Background: an optimization exercise with open tools, aiming at small area. Do not read the settings as production practice.
The RTL was checked by simulation tests, not by an equivalence proof against the original design.

==> design/flow/config.mk <==
export PLATFORM = sky130hd
export DESIGN_NAME = radar_display_top
export DESIGN_NICKNAME = radar_display_top
export VERILOG_FILES = /design/flow/design.v
export SDC_FILE = /design/flow/constraint.sdc
export NUM_CORES = 4
export LEC_CHECK = 0
export CAP_MARGIN = 20
export CORE_MARGIN = 2
export CORE_UTILIZATION = 40
export SLEW_MARGIN = 20
==> design/flow/run.sh <==
#!/bin/bash
# synth_recipe.tcl (not shown) runs the flow's synth.tcl, then flattens the netlist and writes it again
# the make line also repeats each setting of config.mk as NAME=value (left out here)
make -C /OpenROAD-flow-scripts/flow DESIGN_CONFIG=/design/flow/config.mk WORK_HOME=/design/flow/orfs CLKGATE_MAP_FILE= SYNTH_SCRIPT=/design/flow/synth_recipe.tcl finish
==> design/flow/design.v <==
`timescale 1ns/1ns
`default_nettype none
module radar_display_top (
	input logic clock,
	input logic arst_n,
	input logic signed [11:0] target_x,
	input logic signed [11:0] target_y,
	input logic target_load,
	output logic [23:0] pixel,
	output logic hsync,
	output logic vsync,
	output logic de
);
	logic [8:0] x;
	logic [7:0] w;
	logic first;
	logic [15:0] r_sq;
	wire x_end = (x == 9'd175);
	wire w_end = (w == 8'd168);
	wire at_origin = (x == 9'h160) && (w == 8'd177);
	always_ff @(posedge clock or negedge arst_n) begin
		if (!arst_n) begin
			x <= 9'd171;
			w <= 8'd168;
			first <= 1'b1;
		end else begin
			x <= x_end ? 9'h160 : x + 9'd1;
			if (x_end)
				w <= w_end ? 8'd177 : w + 8'd1;
			if (at_origin)
				first <= 1'b0;
		end
	end
	wire x_blank = !x[8] && (x[7:0] >= 8'd160);
	wire x_last = (x == 9'd159);
	logic [9:0] r_step;
	wire w_neg = w[7] && (w[6] || w[5]);
	always_comb begin
		if (x_blank)
			r_step = '0;
		else if (x_last)
			r_step = {w_neg, w, 1'b0};  
		else
			r_step = {x, 1'b1};
	end
	always_ff @(posedge clock) begin
		if (x_end && w_end)
			r_sq <= 16'd17185;  
		else
			r_sq <= r_sq + {{6{r_step[9]}}, r_step};
	end
	wire s = x[8];
	wire [6:0] b = x[6:0] ^ {7{s}};
	wire [7:0] t15 = 8'((({5'd0, b} + {1'b0, b, 4'd0}) + (s ? 12'd80 : 12'd0)) >> 6);
	wire [7:0] t75 = 8'((({b[5:0], 4'd0} - {4'd0, b[5:0]}) + (s ? 10'd18 : 10'd0)) >> 2);
	wire [7:0] s15 = t15 + w;
	wire [7:0] s45 = {1'b0, b} + w + {7'd0, s};
	wire [7:0] s75 = t75 + w;
	wire line = (s15 >= 8'd159 && s15 <= 8'd161) ||
		(s45 >= 8'd159 && s45 <= 8'd161) ||
		(!b[6] && s75 >= 8'd157 && s75 <= 8'd163);
	wire ring_guard = (w >= 8'd97) && (w <= 8'd168);
	wire ring = (r_sq >= 16'd960 && r_sq <= 16'd1088 && ring_guard) ||
		(r_sq >= 16'd3968 && r_sq <= 16'd4224) ||
		(r_sq >= 16'd9088 && r_sq <= 16'd9344) ||
		(r_sq >= 16'd16256 && r_sq <= 16'd16512) ||
		(r_sq >= 16'd25344 && r_sq <= 16'd25856) ||
		(r_sq >= 16'd36608 && r_sq <= 16'd37120) ||
		(r_sq >= 16'd49920 && r_sq <= 16'd50432);
	wire x_in = s ? (x[7:0] >= 8'd125) : (x[7:0] <= 8'd131);
	wire y_in = (w >= 8'd181) || (w <= 8'd163);
	wire on_border = (s ? (x[7:0] <= 8'd128) : (x[7:0] >= 8'd128)) ||
		(w >= 8'd177 && w <= 8'd184) || (w >= 8'd160 && w <= 8'd168);
	wire grid_on = x_in && y_in && (on_border || ring || line);
	wire tx_ok = (target_x[11:8] == {4{target_x[8]}});
	wire ty_ok = (target_y[11:8] == 4'h0) ? (target_y[7:2] != 6'h3f) :
		(target_y[11:8] == 4'hf) && (target_y[7:4] == 4'hf) && (target_y[3:2] != 2'b00);
	logic [8:0] pend_x;
	logic [7:0] pend_y;
	logic pend_ok;
	logic [8:0] act_x;
	logic [7:0] act_y;
	logic act_ok;
	wire swap = (x == 9'd171) && w_end;
	always_ff @(posedge clock) begin
		if (target_load) begin
			pend_x <= target_x[8:0];
			pend_y <= target_y[7:0];
		end
		if (swap) begin
			act_x <= pend_x;
			act_y <= pend_y;
		end
	end
	always_ff @(posedge clock or negedge arst_n) begin
		if (!arst_n) begin
			pend_ok <= 1'b0;
			act_ok <= 1'b0;
		end else begin
			if (target_load)
				pend_ok <= tx_ok && ty_ok;
			if (swap)
				act_ok <= pend_ok;
		end
	end
	wire [8:0] dx = x - act_x;
	wire [7:0] sy = w + act_y;
	wire hit_x = (dx[8:3] == 6'd0 && dx[2:0] <= 3'd4) || (dx[8:2] == 7'h7f);
	wire hit_y = (sy >= 8'd156) && (sy <= 8'd164);
	wire hit = act_ok && hit_x && hit_y;
	wire de_i = !first && (s || (x[7:0] < 8'd160)) && ((w >= 8'd177) || (w <= 8'd160));
	assign de = de_i;
	assign hsync = !first && !s && (x[7:0] >= 8'd164) && (x[7:0] <= 8'd171);
	assign vsync = (w == 8'd163) || (w == 8'd164);
	wire red = de_i && !hit && grid_on;
	wire green = de_i && hit;
	assign pixel = {{8{red}}, {8{green}}, 8'd0};
endmodule
`default_nettype wire
==> design/flow/constraint.sdc <==
create_clock -name core_clock -period 8.0 [get_ports {clock}]
set_input_delay 1.6000 -clock core_clock [delete_from_list [all_inputs] [get_ports {clock}]]
set_output_delay 1.6000 -clock core_clock [all_outputs]
set_load 0.01 [all_outputs]
==> run summary <==
==> cell usage after synthesis (all sizes together) (4+ instances only) <==
master and instances:
nor2 63, edfxtp 34, mux2i 8, dfxtp 16
or3 8, ha 67, o21bai 4, o21a 6
nand4 11, buf 28, nand2 44, o211ai 7
nor3b 4, fa 8, nand3b 4, a21oi 33
o2111ai 4, or2 4, o21ai 31, dfrtp 11
clkbuf 17, nand4b 4, nor4 12, nand2b 13
a211oi 4, and3 9, nor2b 11, xnor2 39
inv 43, xor2 33, a21o 11, o22ai 6
nand3 27, nor3 21, or4b 5, a31oi 8
dfstp 9
==> worst max-delay path: stages (launching register included) <==
cell	delay [ps]
dfrtp_1	690
xor2_1	440
xor2_1	330
ha_1	290
a21o_1	160
a21oi_1	220
xnor2_1	100
ha_1	240
a211oi_1	380
o21ai_0	200
o211a_1	180
or4b_2	660
a22oi_1	210
a2111oi_1	100
a31oi_1	480
clkdlybuf4s50_1	650
==> logic make-up (layout without fill, tap and decap cells) <==
| kind of cell | after synthesis | in the layout | share of synthesized area |
|---|---|---|---|
| AO/OA/AOI/OAI | 149 | 149 | 0.157 |
| flip-flops | 70 | 70 | 0.291 |
| multiplexers | 11 | 11 | 0.0184 |
| buffers and inverters | 88 | 108 | 0.0681 |
| AND/OR/NAND/NOR | 255 | 255 | 0.210 |
| XOR/XNOR | 72 | 72 | 0.0989 |
| adder cells (fa/ha/maj) | 75 | 75 | 0.157 |
| other | 1 | 8 | 0.000588 |
==> cells in the final DEF, fill, tap and decap left out, types with 5 or more instances in the layout <==
cell type | synthesis | final
nor2b_1 | 11 | 11
inv_1 | 43 | 43
o21a_1 | 6 | 6
xor2_1 | 33 | 33
fa_1 | 8 | 8
and3_1 | 9 | 9
nor3_1 | 21 | 21
ha_1 | 67 | 67
o21ai_0 | 30 | 30
o211ai_1 | 7 | 7
nand3_1 | 27 | 27
a21oi_1 | 33 | 33
nor4_1 | 12 | 12
o22ai_1 | 6 | 6
a21o_1 | 11 | 11
dfstp_2 | 9 | 9
or4b_2 | 5 | 5
dfxtp_1 | 16 | 16
clkbuf_16 | 0 | 9
conb_1 | 1 | 8
nand4_1 | 11 | 11
xnor2_1 | 39 | 39
a31oi_1 | 8 | 8
edfxtp_1 | 34 | 34
clkdlybuf4s50_1 | 0 | 44
or3_1 | 8 | 8
mux2i_1 | 8 | 8
nand2b_1 | 13 | 13
dfrtp_1 | 11 | 11
nor2_1 | 63 | 63
nand2_1 | 44 | 44
==> layout make-up <==
| cell class | count | area, um2 | area share |
|---|---|---|---|
| well taps | 216 | 270 | 0.0377 |
| clock inverters | 6 | 70.1 | 0.00977 |
| repair buffers | 49 | 475 | 0.0663 |
| inverters | 43 | 161 | 0.0225 |
| flip-flops and latches | 70 | 1850 | 0.258 |
| clock buffers | 10 | 229 | 0.0319 |
| multi-input cells | 570 | 4120 | 0.574 |
==> registers in the layout (all words and copies together) (netlist names) <==
signal	count
act_ok	1
act_x	9
act_y	8
first	1
pend_ok	1
pend_x	9
pend_y	8
r_sq	16
w	8
x	9
==> through the flow <==
step / instance area, um2 / hold slack, ps / setup WS (ps)
after floorplan: 6400 / 400 / 1960
after global placement: 6880 / 403 / 1330
after detailed placement: 6880 / 406 / 1150
after CTS: 7180 / 419 / 776
after global routing: 7170 / 427 / 456
final: 7170 / 419 / 737
==> worst paths after layout <==
kind                           start   endpoint  slack, ps  cells after the start
setup / recovery                x[8]  pixel[18]        740                     15
hold / removal             pend_x[7]   act_x[7]        420                      0
setup reg to reg                x[8]   r_sq[15]       3910                     14
hold reg to reg            pend_x[7]   act_x[7]        420                      0
max in group asynchronous     arst_n       x[7]       6370                      1
min in group asynchronous     arst_n    pend_ok       1260                      1
==> report_power, final <==
group	switching (uW)	internal, uW
combinational	9.19	11.4
sequential	1.57	386
clock	156	243
==> metal layers <==
layer,vias to the layer above,track usage,part of all wire
met1,2488,0.249,0.46
met4,0,0.0550,0.013
met5,-,0,0
met3,14,0.0230,0.046
li1,2649,-,-
met2,120,0.312,0.48
==> metrics.cfg <==
[run_status]
status = no timing/DRC/antenna violations

[cts]
clock_sinks = 70
clockBufferDepth = 2
clk-insertion-delay-late_ps = 330
cts_buffers = 9
clk_pin_slew_worst_paths_ps = 60
htree_levels = 3
cts_resized = 0
cts-root-buf = clkbuf_16
hold_buffers = 0
cts_tree = yes
post_cts_buffers = 0

[floorplanning]
coreArea_um2 = 15700
die_y_um = 130
row_count = 46
dieArea_um2 = 17000
pin_count = 54
start_util = 0.406
dieWidth_um = 130

[route]
dr.first_iter.drc_count = 365
ant_nets = 0
routedWlPerCell_um = 15.9
remaining_drc_errors = 0
routed-via-count = 5271
drt_wl_total_um = 15300
drt_first_pass_iters = 5
avgViaCountPerCell = 5.47

[grt]
grt_start_max_net_pins = 23
antenna_found_initial = 0
grt_pass1_vias = 5100
grt_pass1_wl_um = 24800
track_usage = 0.185
grt-ovfl-total = 0

[worst_setup_path]
cp.required_ps = 6400
critPathLaunchType = flip-flop
end_kind = output port
worstPathMaxFanout = 14
crit_arrival_ps = 5660
worstSetupPathType = flip-flop to output port

[yosys]
synthArstFlopShare = 0.286
yosysTopAreaCellShare = 0.160
yosysWarnings = 1
yosysSeqAreaShare = 0.291
yosysUniqueCellTypes = 72
synthTopCellsByArea = edfxtp_1 (16%), ha_1 (13%), xnor2_1 (5.4%), dfxtp_1 (5.0%), xor2_1 (4.5%)
synthFlopType = edfxtp_1
postSynthCellCount = 721
synth_top_area_cell = edfxtp_1
avgSynthCellArea_um2 = 8.84
synth_edf_count = 34
synth_seq_cells = 70
syn_area_um2 = 6380

[pwr]
power_density_nw_per_um2 = 113
power.total_uw = 808
ir_worst_vdd_mv = 0.0892
power_leakage_uw = 0.00303

[timing]
rsz0062_at_grt = false
fin_crit_sh = 0.908
drv_slew = 0
worst_pin_slew_ps = 918
fin_skew_ps = 6.37
setup_tns_ps = 0
hold_violations = 0
relSlewSlack = 0.380
fmax_mhz = 138
fin_crit_ps = 7260
setup_viol = 0

[layout]
fin_util = 0.457
drive_gt1_frac = 0.0575
final.fill_count = 1513
instances_no_fill = 964
syn2layout_area_growth_pct = 12.5
diodes = 0
nNetsFinal = 845

[placed_design]
port-buffer-count = 45
hpwl_um = 11900
place_congestion = 0.855
dp.cells = 948

[flow_run]
maxCapViolCount = 0

[hold_path]
min_path_type = flip-flop to flip-flop

==> static timing again, ports no longer ideal <==
No port has a modelled driver above. Below, the same layout with a new extraction and two added sets of constraints. Step 1, drivers: a clkbuf_16 drives clock and a buf_2 each remaining input, both assumed. Step 2 moves the port delays by t, midway between the first and last clock arrival at a register: inputs arrive t later, outputs are due t later. That takes back most of the time a late clock gives input paths. Slacks: no drivers / after step 1 / after step 2; pairs: no drivers / after step 1.
t (ns): 0.369
setup WS [ns]: 0.737 / 0.698 / 1.067
hold slack, ns: 0.419 / 0.419 / 0.419
worst setup path at the end: register to output
worst register clock-pin slew, ns: 0.06 / 0.06
After both steps this run still meets setup and hold. For this run, drivers alone change the setup slack by -0.039 ns; drivers and shift together by +0.330 ns.
